Source: an optimization exercise on an open RTL-to-GDS flow (aim: small area). Production flows keep margins and buffers that such runs may drop. Only simulation tests tie the RTL to the original design; equivalence was not proved. No activity file was given, so power comes from the tool's default toggle rates.

## pulse_top
module pulse_top (
	input  logic         clk,
	input  logic         reset,
	input  logic         load_req,
	output logic         load_ack,
	input  pulse_pkg::period_t      period,
	input  pulse_pkg::pulse_time_t  pump_width,
	input  pulse_pkg::pulse_time_t  pi_delay,
	input  pulse_pkg::pulse_time_t  pi_width,
	input  pulse_pkg::pulse_time_t  nut_delay,
	input  pulse_pkg::nut_width_t   nut_width,
	input  pulse_pkg::pulse_count_t pi_count,
	input  pulse_pkg::blank_delay_t blank_delay,
	input  pulse_pkg::pulse_time_t  blank_width,
	input  logic         pump_en,
	input  logic         nut_en,
	input  logic         blank_en,
	output logic         sync_on,    
	output logic         pulse_on,   
	output logic         inhib       
);
Size: roughly 350 flip-flops, ~140 I/O pins, roughly 15000 um^2 of cells after synthesis.
Settings: LEC_CHECK=0, CAP_MARGIN=20, CORE_MARGIN=2, CORE_UTILIZATION=40, SLEW_MARGIN=20; clock period 10.0 ns.
standard.sh (not shown) runs the stock make flow with config.mk's settings and CLKGATE_MAP_FILE= SYNTH_SCRIPT=/design/flow/synth_recipe.tcl, a recipe that flattens the netlist after the stock synthesis.
==> flow/flow/run.sh <==
#!/bin/bash
# The standard ORFS layout with three changes:
#  - synthesis maps logic with an area-oriented ABC script (flow/abc_area.script),
#  - port buffers use the smallest buffer cell,
#  - clock tree with clkbuf_8 clusters and no dummy loads.
set -euo pipefail
here=$(pwd)
export AREA_ABC_SCRIPT="$here/flow/abc_area.script"
export BUFFER_PORTS_ARGS="-buffer_cell sky130_fd_sc_hd__buf_1"
export CTS_ARGS="-sink_clustering_enable -repair_clock_nets -buf_list sky130_fd_sc_hd__clkbuf_8 -sink_clustering_size 20 -sink_clustering_max_diameter 60 -dont_use_dummy_load"
cat flow/abc_override.tcl synth_recipe.tcl > area_synth.tcl
sed "s|SYNTH_SCRIPT=[^ ]*|SYNTH_SCRIPT=$here/area_synth.tcl|" standard.sh > area_standard.sh
bash area_standard.sh finish > orfs_make.log 2>&1
==> flow/flow/abc_area.script <==
&get -n
&st
&dch
&nf -a
&put
topo
==> flow/flow/abc_override.tcl <==
# Technology mapping with an area-oriented ABC script instead of ORFS's delay-oriented one.
# Only the final mapping call changes: registers are mapped before it, as in the standard synthesis.
proc abc {args} {
  set i [lsearch -exact $args -script]
  if { $i >= 0 } {
    lset args [expr { $i + 1 }] $::env(AREA_ABC_SCRIPT)
  }
  yosys abc {*}$args
}
Change:
==> flow/flow/run.sh (replaced) <==
#!/bin/bash
# Standard ORFS layout; port buffers use the smallest buffer cell, CTS without dummy loads.
set -euo pipefail
export BUFFER_PORTS_ARGS="-buffer_cell sky130_fd_sc_hd__buf_1"
export CTS_ARGS="-sink_clustering_enable -repair_clock_nets -buf_list sky130_fd_sc_hd__clkbuf_8 -sink_clustering_size 20 -sink_clustering_max_diameter 60 -dont_use_dummy_load"
bash standard.sh finish > orfs_make.log 2>&1
removed: flow/flow/abc_area.script
removed: flow/flow/abc_override.tcl
Outcome: Fmax decreases by 6.7%. Power decreases by 6.8%. Area after synthesis increases by 6.6%. Design area increases by 3.4%. Final cell count increases by 4.6%. Die area increases by 6.5%. Utilization decreases by 1.8 points.

* * *

Another version of the RTL of pulse_top (not shown whole).
Size: about 350 flip-flops, ~140 I/O pins, roughly 15,000 µm² of cells after synthesis.
Design pulse_top, start of the top module:
module pulse_top (
	input  logic         clk,
	input  logic         reset,
	input  logic         load_req,
	output logic         load_ack,
	input  pulse_pkg::period_t      period,
	input  pulse_pkg::pulse_time_t  pump_width,
	input  pulse_pkg::pulse_time_t  pi_delay,
	input  pulse_pkg::pulse_time_t  pi_width,
	input  pulse_pkg::pulse_time_t  nut_delay,
	input  pulse_pkg::nut_width_t   nut_width,
	input  pulse_pkg::pulse_count_t pi_count,
	input  pulse_pkg::blank_delay_t blank_delay,
	input  pulse_pkg::pulse_time_t  blank_width,
	input  logic         pump_en,
	input  logic         nut_en,
	input  logic         blank_en,
	output logic         sync_on,    
	output logic         pulse_on,   
	output logic         inhib       
);
	function automatic logic [23:0] dec24(input logic [23:0] x);
		logic nz;
		nz = 1'b0;
		for (int i = 0; i < 24; i++) begin
			dec24[i] = x[i] ^ !nz;
			nz       = nz | x[i];
		end
	endfunction
	logic         req_s1, req_s2, ack, pending;
	logic         capture, swap, pstart;
	logic [23:0]  sh_period;
	logic [15:0]  sh_pump_width, sh_pi_delay, sh_pi_width, sh_nut_delay, sh_blank_width;
  ...
Settings: LEC_CHECK=0, CAP_MARGIN=20, CORE_MARGIN=2, CORE_UTILIZATION=65, SLEW_MARGIN=20; clock period 10.0 ns.
==> flow/flow/run.sh <==
#!/bin/bash
# The standard ORFS layout with three changes:
#  - synthesis maps logic with an area-oriented ABC script (flow/abc_area.script),
#  - port buffers use the smallest buffer cell,
#  - clock tree with clkbuf_8 clusters and no dummy loads.
set -euo pipefail
here=$(pwd)
export AREA_ABC_SCRIPT="$here/flow/abc_area.script"
export BUFFER_PORTS_ARGS="-buffer_cell sky130_fd_sc_hd__buf_1"
export CTS_ARGS="-sink_clustering_enable -repair_clock_nets -buf_list sky130_fd_sc_hd__clkbuf_8 -sink_clustering_size 16 -sink_clustering_max_diameter 60 -dont_use_dummy_load"
cat flow/abc_override.tcl synth_recipe.tcl > area_synth.tcl
sed "s|SYNTH_SCRIPT=[^ ]*|SYNTH_SCRIPT=$here/area_synth.tcl|" standard.sh > area_standard.sh
bash area_standard.sh finish > orfs_make.log 2>&1
==> flow/flow/abc_area.script <==
strash
dc2
dch -f
dch -f
amap -F 3 -A 8
topo
==> flow/flow/abc_override.tcl <==
# Technology mapping with an area-oriented ABC script instead of ORFS's delay-oriented one.
# Only the final mapping call changes: registers are mapped before it, as in the standard synthesis.
proc abc {args} {
  set i [lsearch -exact $args -script]
  if { $i >= 0 } {
    lset args [expr { $i + 1 }] $::env(AREA_ABC_SCRIPT)
  }
  yosys abc {*}$args
}
The first run finished with timing, DRC and antenna clean.
Next try:
==> flow/flow/abc_area.script (replaced) <==
strash
dc2
dch -f
amap -F 3 -A 8
topo
Wire length shrinks by 1.1%.
Via count climbs by 0.63%.
Design area goes up by 0.63%.
Maximum frequency rises by 2.3%.
Next try:
--- a/flow/config.mk
+++ b/flow/config.mk
@@ -8 +8 @@
-export CAP_MARGIN = 20
+export CAP_MARGIN = 0
@@ -11 +11 @@
-export SLEW_MARGIN = 20
+export SLEW_MARGIN = 0
Via count stays flat.
Core utilization barely changes.
Design area stays flat.
Sequential share of layout area barely changes.
Setup slack stays flat.
Die area is unchanged.
Global-route usage stays the same.
First-iteration DRC count is unchanged.
Wire length is unchanged.
Clock power stays flat.
Clock-buffer cell count is unchanged.
Next try:
==> flow/flow/abc_area.script (replaced) <==
strash
dc2
dch -f
dch -f
amap -F 3 -A 8
topo
--- a/flow/config.mk
+++ b/flow/config.mk
@@ -8 +8 @@
-export CAP_MARGIN = 0
+export CAP_MARGIN = 20
@@ -10,2 +10,2 @@
-export CORE_UTILIZATION = 65
-export SLEW_MARGIN = 0
+export CORE_UTILIZATION = 72
+export SLEW_MARGIN = 20
Register-to-register slack got worse by 0.15 ns.
Final area decreases slightly.
Routed wire length increases by a few percent.
Count of clock-buffer cells in the layout decreases by 2.
Area after synthesis decreases slightly.

## what the ideal ports hide
In the flow no input, the clock included, has a driving cell. The finished layouts below were timed again as built, in two steps.
Step 1 (the two cells are an assumption about what drives the block):
set clk [get_ports {clk}]
set_driving_cell -lib_cell sky130_fd_sc_hd__clkbuf_16 $clk
set_driving_cell -lib_cell sky130_fd_sc_hd__buf_2 [delete_from_list [all_inputs] $clk]
Step 2 moves the port delays by t, midway between the first and last clock arrival at a register: inputs arrive t later, outputs are due t later. That takes back most of the time a late clock gives input paths.
a / b / c = ideal / step 1 / step 2; a / b = the first two.
run | t (ns) | setup slack, ns | hold slack, ns | slew at the worst register clock pin (ns) | worst data-port slew with drivers (ns)
the first run of note 1 | 0.631 | 1.229 / 1.229 / 1.229 | 0.432 / 0.432 / 0.432 | 0.11 / 0.11 | 0.04
the second run of note 1 | 0.680 | 0.600 / 0.600 / 0.600 | 0.444 / 0.444 / 0.444 | 0.12 / 0.12 | 0.07
the first run of note 2 | 0.618 | 1.856 / 1.856 / 1.856 | 0.405 / 0.405 / 0.405 | 0.10 / 0.10 | 0.04
the second run of note 2 | 0.619 | 2.037 / 2.037 / 2.037 | 0.442 / 0.442 / 0.442 | 0.10 / 0.10 | 0.04
the third run of note 2 | 0.619 | 2.037 / 2.037 / 2.037 | 0.442 / 0.442 / 0.442 | 0.10 / 0.10 | 0.04
the fourth run of note 2 | 0.606 | 1.889 / 1.889 / 1.889 | 0.454 / 0.454 / 0.454 | 0.10 / 0.10 | 0.04
After both steps every run listed still meets setup and hold.
